From an optimization exercise on the open Yosys and OpenROAD flow, aimed at small area and a short achievable clock period; shortcuts taken in it are not production practice.
Only simulation tests tie the RTL to the original design; equivalence was not proved.

## try-tundra
Design alu_core, start of the top module:
module alu_core
#(
  parameter int DATA_WIDTH = alu_pkg::ALU_DATA_WIDTH
) (
  input  logic                  clk,
  input  logic                  rst_n,
  input  logic [7:0]            i_alu_op,
  input  logic [DATA_WIDTH-1:0] i_a,
  input  logic [DATA_WIDTH-1:0] i_b,
  output logic [DATA_WIDTH-1:0] o_c,
  output logic                  o_zero,
  output logic                  o_div0,
  output logic [DATA_WIDTH-1:0] o_c_q,
  output logic                  o_zero_q
);
For scale: roughly 33 flip-flops, roughly 140 I/O pins, roughly 35,000 µm² of cells after synthesis.
clock: 200.0 ns
lec_check: 0
abc_area: 1
cap_margin: 20
core_margin: 2
core_utilization: 40
slew_margin: 20
standard.sh (not shown) runs the stock make flow with config.mk's settings and CLKGATE_MAP_FILE= SYNTH_SCRIPT=/design/flow/synth_recipe.tcl, a recipe that flattens the netlist after the stock synthesis.
==> flow/flow/run.sh <==
#!/bin/bash
set -o pipefail
bash standard.sh SETUP_SLACK_MARGIN=48 SKIP_GATE_CLONING=1 SKIP_PIN_SWAP=1 "BUFFER_PORTS_ARGS=-buffer_cell sky130_fd_sc_hd__buf_2" cts > standard_flow_to_cts.log 2>&1
bash standard.sh SETUP_SLACK_MARGIN=44 SETUP_MOVE_SEQUENCE=sizeup SKIP_GATE_CLONING=1 SKIP_PIN_SWAP=1 grt > standard_flow_grt.log 2>&1
bash standard.sh finish > standard_flow_finish.log 2>&1
try-tundra closes out successfully: all stages finished, all timing, DRC and antenna checks passed.
The inputs of try-willow differ from those of try-tundra as listed below.
Settings: a change of CORE_UTILIZATION from 40 to 50.
==> flow/flow/run.sh <==
#!/bin/bash
set -o pipefail
bash standard.sh SETUP_SLACK_MARGIN=50 SKIP_GATE_CLONING=1 SKIP_PIN_SWAP=1 "BUFFER_PORTS_ARGS=-buffer_cell sky130_fd_sc_hd__buf_2" cts > standard_flow_to_cts.log 2>&1
bash standard.sh SETUP_SLACK_MARGIN=45 SETUP_MOVE_SEQUENCE=sizeup SKIP_GATE_CLONING=1 SKIP_PIN_SWAP=1 grt > standard_flow_grt.log 2>&1
bash standard.sh finish > standard_flow_finish.log 2>&1
==> run notes <==
When try-willow is measured against try-tundra, its non-filler instance count after layout turns out 184 lower.
The first-pass GRT wire length reported for try-willow is greater than that of try-tundra by 1.5 mm.
Compared with try-tundra, try-willow shows a higher non-clock buffer count.
### try-willow -> try-delta
Settings: CORE_UTILIZATION now 40, was 50.
Notes after the runs:
try-delta vs. try-willow: first-iteration detailed-routing DRC count decreased by 377 relative to the old numbers; routed wire length decreased by 0.45% relative to the old numbers; area added between synthesis and finish increased by 0.91 points relative to the old numbers; final worst hold slack closely matched the old numbers.
The following lists how try-fjord was set up differently from try-delta:
--- a/flow/flow/run.sh
+++ b/flow/flow/run.sh
@@ -4 +4 @@
-bash standard.sh SETUP_SLACK_MARGIN=45 SETUP_MOVE_SEQUENCE=sizeup SKIP_GATE_CLONING=1 SKIP_PIN_SWAP=1 grt > standard_flow_grt.log 2>&1
+bash standard.sh SETUP_SLACK_MARGIN=40 RECOVER_POWER=30 SKIP_GATE_CLONING=1 SKIP_PIN_SWAP=1 grt > standard_flow_grt.log 2>&1
- try-fjord -> stages 100% | layout checks FAIL | max-capacitance violations, max-slew violations
- In try-fjord relative to try-delta, cell area had gone down slightly.
- try-fjord: met1 routed wirelength after detailed routing about 0.9% below try-delta
- try-delta has higher area growth from synthesis to layout than try-fjord.
- | number of vias in the routed layout | try-fjord vs try-delta | 191 lower |
- try-fjord — worst hold slack after final layout 0.33 ns higher, try-delta as reference

## the baseline
alu_core again, from the RTL that the note above started with.
clock: 200.0 ns
lec_check: 0
abc_area: 1
cap_margin: 20
core_margin: 2
core_utilization: 40
gpl_routability_driven: 0
slew_margin: 20
==> flow/flow/run.sh <==
#!/bin/bash
set -o pipefail
bash standard.sh SETUP_SLACK_MARGIN=50 SKIP_GATE_CLONING=1 SKIP_PIN_SWAP=1 "BUFFER_PORTS_ARGS=-buffer_cell sky130_fd_sc_hd__buf_2" cts > standard_flow_to_cts.log 2>&1
bash standard.sh finish > standard_flow_finish.log 2>&1
Edits applied to the flow inputs when going from the baseline to the candidate:
# the baseline
export LEC_CHECK = 0
export ABC_AREA = 1
export CAP_MARGIN = 20
export CORE_MARGIN = 2
export CORE_UTILIZATION = 40
export GPL_ROUTABILITY_DRIVEN = 0
export SLEW_MARGIN = 20
create_clock -name core_clock -period 200.0 [get_ports {clk}]
# the candidate
export LEC_CHECK = 0
export ABC_AREA = 1
export CAP_MARGIN = 20
export CORE_MARGIN = 2
export CORE_UTILIZATION = 40
export SLEW_MARGIN = 20
create_clock -name core_clock -period 200.0 [get_ports {clk}]
==> flow/flow/run.sh <==
#!/bin/bash
set -o pipefail
bash standard.sh SETUP_SLACK_MARGIN=55 SKIP_GATE_CLONING=1 SKIP_PIN_SWAP=1 cts > standard_flow_to_cts.log 2>&1
bash standard.sh finish > standard_flow_finish.log 2>&1
--- outcome ---
From the baseline to the candidate the numbers moved as follows: number of instances resized during post-cts repair increased 359; instance area after placement now sits higher; first-pass GRT wire length went up by 9500 um; share of the cycle needed by the critical path after routing has decreased. The candidate against the baseline: total iterations of the first detailed-routing run down 2, final critical-path setup slack went up. The candidate against the baseline; cell count is up by a few percent. Going from the baseline to the candidate, global-route usage over all layers grew by 1.5 points.

## job 8155
alu_core again, from the RTL that the note above started with.
==> flow/config.mk <==
export PLATFORM = sky130hd
export DESIGN_NAME = alu_core
export DESIGN_NICKNAME = alu_core
export VERILOG_FILES = /design/flow/design.v
export SDC_FILE = /design/flow/constraint.sdc
export NUM_CORES = 4
export LEC_CHECK = 0
export ABC_AREA = 1
export CAP_MARGIN = 20
export CORE_MARGIN = 2
export CORE_UTILIZATION = 40
export SLEW_MARGIN = 20
==> flow/constraint.sdc <==
create_clock -name core_clock -period 200.0 [get_ports {clk}]
set_input_delay 40.0000 -clock core_clock [delete_from_list [all_inputs] [get_ports {clk}]]
set_output_delay 40.0000 -clock core_clock [all_outputs]
set_load 0.01 [all_outputs]
==> flow/flow/run.sh <==
#!/bin/bash
set -o pipefail
bash standard.sh SETUP_SLACK_MARGIN=45 SKIP_GATE_CLONING=1 SKIP_PIN_SWAP=1 "BUFFER_PORTS_ARGS=-buffer_cell sky130_fd_sc_hd__buf_4" cts > standard_flow_to_cts.log 2>&1
bash standard.sh finish > standard_flow_finish.log 2>&1
Job 8155 was carried through to the last stage, and its layout satisfied the timing, DRC and antenna checks.
For job 9228, these inputs were changed with respect to job 8155:
==> flow/flow/run.sh <==
#!/bin/bash
set -o pipefail
bash standard.sh SETUP_SLACK_MARGIN=50 SKIP_GATE_CLONING=1 SKIP_PIN_SWAP=1 "BUFFER_PORTS_ARGS=-buffer_cell sky130_fd_sc_hd__buf_2" cts > standard_flow_to_cts.log 2>&1
bash standard.sh finish > standard_flow_finish.log 2>&1
Findings:
Taking job 8155 as the reference, in job 9228 die area comparable; placer's final routability congestion estimate now larger; routed via count now larger; sum of buffers and inverters on the critical path now smaller; worst slew margin relative to its limit now larger.
On fraction of the mapped netlist area in simple logic gates, job 8155 tracks job 9228 almost exactly.
Comparing job 8155 and job 9228, the lower worst hold slack is on job 8155.
From job 9228 to job 8155, number of buffers added by the clock tree synthesis step did not move at all.
Relative to job 8155, overall fraction of global-route tracks in use has increased by 0.30 points in job 9228.
> inputs changed (job 9228 -> job 4405)
==> flow/flow/run.sh <==
#!/bin/bash
set -o pipefail
bash standard.sh SETUP_SLACK_MARGIN=50 SKIP_GATE_CLONING=1 SKIP_PIN_SWAP=1 "BUFFER_PORTS_ARGS=-buffer_cell sky130_fd_sc_hd__buf_4" cts > standard_flow_to_cts.log 2>&1
bash standard.sh finish > standard_flow_finish.log 2>&1
--- outcome ---
Job 4405 vs job 9228 — DRC marker count from the first detailed-route iteration dropped by a little under 10%
Per-cell routed wire length delta (job 9228 -> job 4405): insignificant
Relative to job 9228, global-route wire length before repair has gone up in job 4405.
Setup changes, job 4405 to job 3493
==> flow/flow/run.sh <==
#!/bin/bash
# The standard layout, with two changes:
#  - synthesis runs flow/synth.tcl: the standard synthesis followed by a second ABC
#    mapping pass (flow/abc.script) over the logic, keeping the flip-flops as they are;
#  - up to and including clock-tree synthesis, repair_timing is asked to keep a setup
#    margin of 52 ns beyond the constraint.
# Each make run's output goes to its own log here; ORFS keeps each tool's log under orfs/logs.
set -o pipefail
S="SYNTH_SCRIPT=$PWD/flow/synth.tcl"
bash standard.sh "$S" synth > flow_synth.log 2>&1
bash standard.sh "$S" SETUP_SLACK_MARGIN=52 cts > flow_to_cts.log 2>&1
bash standard.sh "$S" finish > flow_finish.log 2>&1
==> flow/flow/abc.script (new file) <==
strash
dc2
dc2
dch
map -B 0.9
topo
stime -c
buffer -c
dnsize -c
==> flow/flow/synth.tcl (new file) <==
# The standard synthesis (synth_recipe.tcl), followed by a second mapping pass:
# every standard cell except the flip-flops (and tie cells) is dissolved back into
# logic and ABC maps it again with this flow's abc.script, which restructures the
# logic for area (dc2) and maps it without upsizing gates.
# The flip-flops keep the standard synthesis's names and cells.
set flow_dir [file dirname [file normalize [info script]]]
proc synth {args} { yosys synth -nofsm -noshare {*}$args }
source $::env(SCRIPTS_DIR)/synth.tcl
# left out here: clear keep_hierarchy, flatten, clean up

set flow_lib [lindex $::env(LIB_FILES) 0]
read_liberty -overwrite -ignore_miss_func $flow_lib
blackbox sky130_fd_sc_hd__df* sky130_fd_sc_hd__sdf* sky130_fd_sc_hd__dl* sky130_fd_sc_hd__ed* sky130_fd_sc_hd__conb*
hierarchy -top $::env(DESIGN_NAME)
flatten
opt_clean
log_cmd abc -script $flow_dir/abc.script {*}[lrange $abc_args 2 end]
setundef -zero
splitnets
opt_clean -purge
hilomap -singleton -hicell {*}$::env(TIEHI_CELL_AND_PORT) -locell {*}$::env(TIELO_CELL_AND_PORT)
if { $::env(SYNTH_INSBUF) } {
  insbuf -buf {*}$::env(MIN_BUF_CELL_AND_PORTS)
}
opt_clean -purge
tee -o $::env(REPORTS_DIR)/synth_stat_pass2.txt stat {*}$lib_args
# left out here: hide names made inside functions, write 1_2_yosys.v
--- outcome ---
Summary of job 3493 over job 4405: diode insertion count for antenna repair up 4; fraction of area in clock buffers and inverters flat.
Run comparison: job 4405 master of the slowest instance on the critical path sky130_fd_sc_hd__ha_2; job 3493 master of the slowest instance on the critical path sky130_fd_sc_hd__o21ai_0
Job 3493 against job 4405: area growth from synthesis to layout rose by 10 points.
Job 3493 vs job 4405: critical path depth in cells up in job 3493

-- static timing again, ports no longer ideal --
In the flow no input, the clock included, has a driving cell. The finished layouts below were timed again as built, in two steps.
Step 1 (the two cells are an assumption about what drives the block):
set clk [get_ports {clk}]
set_driving_cell -lib_cell sky130_fd_sc_hd__clkbuf_16 $clk
set_driving_cell -lib_cell sky130_fd_sc_hd__buf_2 [delete_from_list [all_inputs] $clk]
Step 2 also shifts input and output timing later by t, the mid clock arrival at the registers, as if the neighbouring blocks saw the same clock.
Slacks: ideal ports / drivers / drivers and shift; pairs: ideal ports / drivers.
run	t (ns)	setup WS [ns]	worst setup path after step 2	slew at the worst register clock pin (ns)
try-tundra	0.322	50.588 / 50.566 / 50.566	input to output	0.06 / 0.06
try-willow	0.320	50.972 / 50.939 / 50.939	input to output	0.06 / 0.06
try-delta	0.326	51.170 / 51.149 / 51.149	input to output	0.06 / 0.06
try-fjord	0.326	48.899 / 48.877 / 48.877	input to output	0.06 / 0.06
the baseline	0.334	48.860 / 48.839 / 48.839	input to output	0.06 / 0.06
the candidate	0.321	53.221 / 53.204 / 53.204	input to output	0.06 / 0.06
job 8155	0.326	43.939 / 43.916 / 43.916	input to output	0.06 / 0.06
job 9228	0.323	48.939 / 48.917 / 48.917	input to output	0.06 / 0.06
job 4405	0.332	48.816 / 48.793 / 48.793	input to output	0.06 / 0.06
job 3493	0.321	49.598 / 49.579 / 49.579	input to output	0.06 / 0.06
The setup slack of try-willow, which loses most, moves by -0.033 ns with the drivers and by -0.033 ns with both steps.
